This design comes from an exercise in tuning for small area, a short achievable clock period and few clock cycles per item on the open sky130 flow, not from production work.
Function was checked by simulation only, so behaviour that the tests miss may differ from the original.

## ordered_sequence_hash_64_top
module ordered_sequence_hash_64_top (
  input  logic                             clk,
  input  logic                             rst_n,
  input  logic                             in_valid,
  output logic                             in_stall,
  input  logic                             in_cmd,
  input  logic [osh64_pkg::LEN_W-1:0]      in_seq_length,
  input  logic [osh64_pkg::HASH_W-1:0]     in_element_bits,
  output logic                             out_valid,
  input  logic                             out_stall,
  output logic [osh64_pkg::HASH_W-1:0]     out_hash
);
For scale: roughly 2,700 cells after synthesis, ~170 I/O pins, roughly 0.033 mm^2 of cells after synthesis.
export LEC_CHECK = 0
export CAP_MARGIN = 20
export CORE_MARGIN = 2
export CORE_UTILIZATION = 60
export SLEW_MARGIN = 20
export SYNTH_HIERARCHICAL = 1
export TNS_END_PERCENT = 20
create_clock -name core_clock -period 9.5 [get_ports {clk}]
standard.sh (not shown) runs the stock make flow with config.mk's settings and CLKGATE_MAP_FILE= SYNTH_SCRIPT=/design/flow/synth_recipe.tcl, a recipe that flattens the netlist after the stock synthesis.
==> flow/flow/run.sh <==
#!/bin/bash
# Own flow: the standard layout (standard synthesis and every ORFS step unchanged) with two
# settings outside config.mk's list:
#  - port buffers are sky130_fd_sc_hd__buf_2 instead of the default choice (every input and
#    output port still gets its own buffer);
set -euo pipefail
MARGIN=$(cat flow/margin.txt)
bash standard.sh "BUFFER_PORTS_ARGS=-buffer_cell sky130_fd_sc_hd__buf_2" \
  SETUP_SLACK_MARGIN="$MARGIN" finish > standard.log 2>&1
==> flow/flow/margin.txt <==
5.5
The baseline completed without violations.
Testbench counts at the start, summed over its fixed seeds: cycles 12,024, items 12,000.
Change:
==> flow/flow/margin.txt (replaced) <==
5.4
- ABC_AREA: default -> 1
- TNS_END_PERCENT: 20 -> default
=>
- register-to-register slack improves by 0.02 ns
- non-clock buffer count went down by 35
- cell area went up by a few percent
- core utilization went down by 1.1 points
- wire length went up by roughly a tenth
- via count went up by about a fifth
- final cell count went up by about a fifth
- die area went up by a few percent
- synthesized cell count went up by a quarter to a third
- worst setup slack degrades by 0.0088 ns
Change:
==> flow/flow/margin.txt (replaced) <==
5.5
- ABC_AREA: 1 -> default
- CORE_UTILIZATION: 60 -> 40
- CTS_CLUSTER_DIAMETER: default -> 80
- CTS_CLUSTER_SIZE: default -> 30
Result: Worst setup slack improves by 0.12 ns. Synthesized area drops by 4.2%. First-iteration DRC count drops by 32%. Clock-buffer cell count drops by 32.
Change:
- CORE_UTILIZATION: 40 -> 60
- CTS_CLUSTER_DIAMETER: 80 -> default
- CTS_CLUSTER_SIZE: 30 -> default
Critical path depth came out lower by 10; area after synthesis is unchanged; hold slack barely changes.

---

ordered_sequence_hash_64_top, a different RTL version from the one above (not shown whole).
Size: roughly 2500 cells after synthesis, ~31000 um2 of cells after synthesis.
==> flow/design.v (excerpt) <==
module ordered_sequence_hash_64_top (
  input  logic                             clk,
  input  logic                             rst_n,
  input  logic                             in_valid,
  output logic                             in_stall,
  input  logic                             in_cmd,
  input  logic [osh64_pkg::LEN_W-1:0]      in_seq_length,
  input  logic [osh64_pkg::HASH_W-1:0]     in_element_bits,
  output logic                             out_valid,
  input  logic                             out_stall,
  output logic [osh64_pkg::HASH_W-1:0]     out_hash
);
==> flow/config.mk <==
export PLATFORM = sky130hd
export DESIGN_NAME = ordered_sequence_hash_64_top
export DESIGN_NICKNAME = ordered_sequence_hash_64_top
export VERILOG_FILES = /design/flow/design.v
export SDC_FILE = /design/flow/constraint.sdc
export NUM_CORES = 4
export LEC_CHECK = 0
export CAP_MARGIN = 20
export CORE_MARGIN = 2
export CORE_UTILIZATION = 40
export SLEW_MARGIN = 20
export SYNTH_HIERARCHICAL = 1
==> flow/constraint.sdc <==
create_clock -name core_clock -period 9.5 [get_ports {clk}]
set_input_delay 1.9000 -clock core_clock [delete_from_list [all_inputs] [get_ports {clk}]]
set_output_delay 1.9000 -clock core_clock [all_outputs]
set_load 0.01 [all_outputs]
==> flow/flow/run.sh <==
#!/bin/bash
set -euo pipefail
MARGIN=$(cat flow/margin.txt)
bash standard.sh SETUP_SLACK_MARGIN=$MARGIN finish > standard.log 2>&1
==> flow/flow/margin.txt <==
6.0
Testbench counts at the start, summed over its fixed seeds: cycles 12,024, items 12,000.
Edit:
==> flow/run.sh (new file) <==
#!/bin/bash
# synth_recipe.tcl (not shown) runs the flow's synth.tcl, then flattens the netlist and writes it again
# the make line also repeats each setting of config.mk as NAME=value (left out here)
make -C /OpenROAD-flow-scripts/flow DESIGN_CONFIG=/design/flow/config.mk WORK_HOME=/design/flow/orfs CLKGATE_MAP_FILE= SYNTH_SCRIPT=/design/flow/synth_recipe.tcl finish
SETUP_SLACK_MARGIN = 5   (was not set)
removed: flow/flow/run.sh
removed: flow/flow/margin.txt
removed: flow/standard.sh
Hold slack gets worse by 29 ps.
Area after synthesis stays the same.
Cell count is lower by a few percent.
Maximum frequency goes down slightly.
Via count goes down by a few percent.
Synthesized cell count stays the same.

---

ordered_sequence_hash_64_top with an RTL version that a note above also has.
Size in the first run: ~170 I/O pins, about 33000 um2 of cells after synthesis.
Settings: LEC_CHECK=0, CAP_MARGIN=20, CORE_MARGIN=2, CORE_UTILIZATION=60, CTS_CLUSTER_DIAMETER=60, CTS_CLUSTER_SIZE=20, SLEW_MARGIN=20, SYNTH_HIERARCHICAL=1; clock period 9.5 ns.
==> flow/flow/run.sh <==
#!/bin/bash
# Own flow: the standard layout (standard synthesis and every ORFS step unchanged) with two
# settings outside config.mk's list:
#  - port buffers are sky130_fd_sc_hd__buf_2 instead of the default choice (every input and
#    output port still gets its own buffer);
set -euo pipefail
MARGIN=$(cat flow/margin.txt)
bash standard.sh "BUFFER_PORTS_ARGS=-buffer_cell sky130_fd_sc_hd__buf_2" \
  SETUP_SLACK_MARGIN="$MARGIN" finish > standard.log 2>&1
==> flow/flow/margin.txt <==
5.4
The first run finished with timing, DRC and antenna clean.
Testbench counts at the start, summed over its fixed seeds: cycles 12,024, items 12,000.
==> next run, changes <==
==> flow/flow/margin.txt (replaced) <==
5.5
--- a/flow/config.mk
+++ b/flow/config.mk
@@ -9,5 +9,3 @@
 export CORE_MARGIN = 2
-export CORE_UTILIZATION = 60
-export CTS_CLUSTER_DIAMETER = 60
-export CTS_CLUSTER_SIZE = 20
+export CORE_UTILIZATION = 40
 export SLEW_MARGIN = 20
After rerunning: Final cell count is higher by 11%; design area is higher by 4.6%; count of clock-buffer cells in the layout is higher by 16; global-route usage is lower by 9.7 points; register-to-register slack gains 90 ps; setup slack gains 90 ps; die area is higher by 49%; critical path depth stays the same.

## separate check: timing with driven ports
The results above use ideal ports. As a check the final layouts listed here were re-extracted and re-timed, cells and wires unchanged.
Step 1 (the two cells are an assumption about what drives the block):
set clk [get_ports {clk}]
set_driving_cell -lib_cell sky130_fd_sc_hd__clkbuf_16 $clk
set_driving_cell -lib_cell sky130_fd_sc_hd__buf_2 [delete_from_list [all_inputs] $clk]
Step 2 adds t to the input delays and takes it off the output delays; t is the mean of the earliest and latest rising clock arrival at the registers after step 1. Input paths then give back, and output paths get back, about the clock's delay inside the block.
Slacks: ideal ports / drivers / drivers and shift; pairs: ideal ports / drivers.
run | t (ns) | slack for setup (ns) | worst setup path after step 2 | clock arrival spread, ns | worst data-port slew with drivers (ns)
the first run of note 1 | 0.644 | 5.427 / 5.311 / 4.667 | input to register | 0.030 / 0.030 | 0.21
the second run of note 1 | 0.657 | 5.419 / 5.448 / 4.792 | input to register | 0.032 / 0.033 | 0.07
the third run of note 1 | 0.659 | 5.539 / 5.539 / 4.920 | input to register | 0.049 / 0.049 | 0.07
the fourth run of note 1 | 0.635 | 5.504 / 5.504 / 4.917 | input to register | 0.036 / 0.037 | 0.07
the first run of note 2 | 0.667 | 4.846 / 4.636 / 3.969 | input to register | 0.034 / 0.034 | 0.30
the second run of note 2 | 0.659 | 4.776 / 4.782 / 4.123 | input to register | 0.036 / 0.035 | 0.08
the first run of note 3 | 0.626 | 5.427 / 5.316 / 4.690 | input to register | 0.045 / 0.046 | 0.18
the second run of note 3 | 0.657 | 5.517 / 5.517 / 4.918 | input to register | 0.044 / 0.044 | 0.07
After both steps every run listed still meets setup and hold. The setup slack of the first run of note 2, which loses most, moves by -0.210 ns with the drivers and by -0.877 ns with both steps.
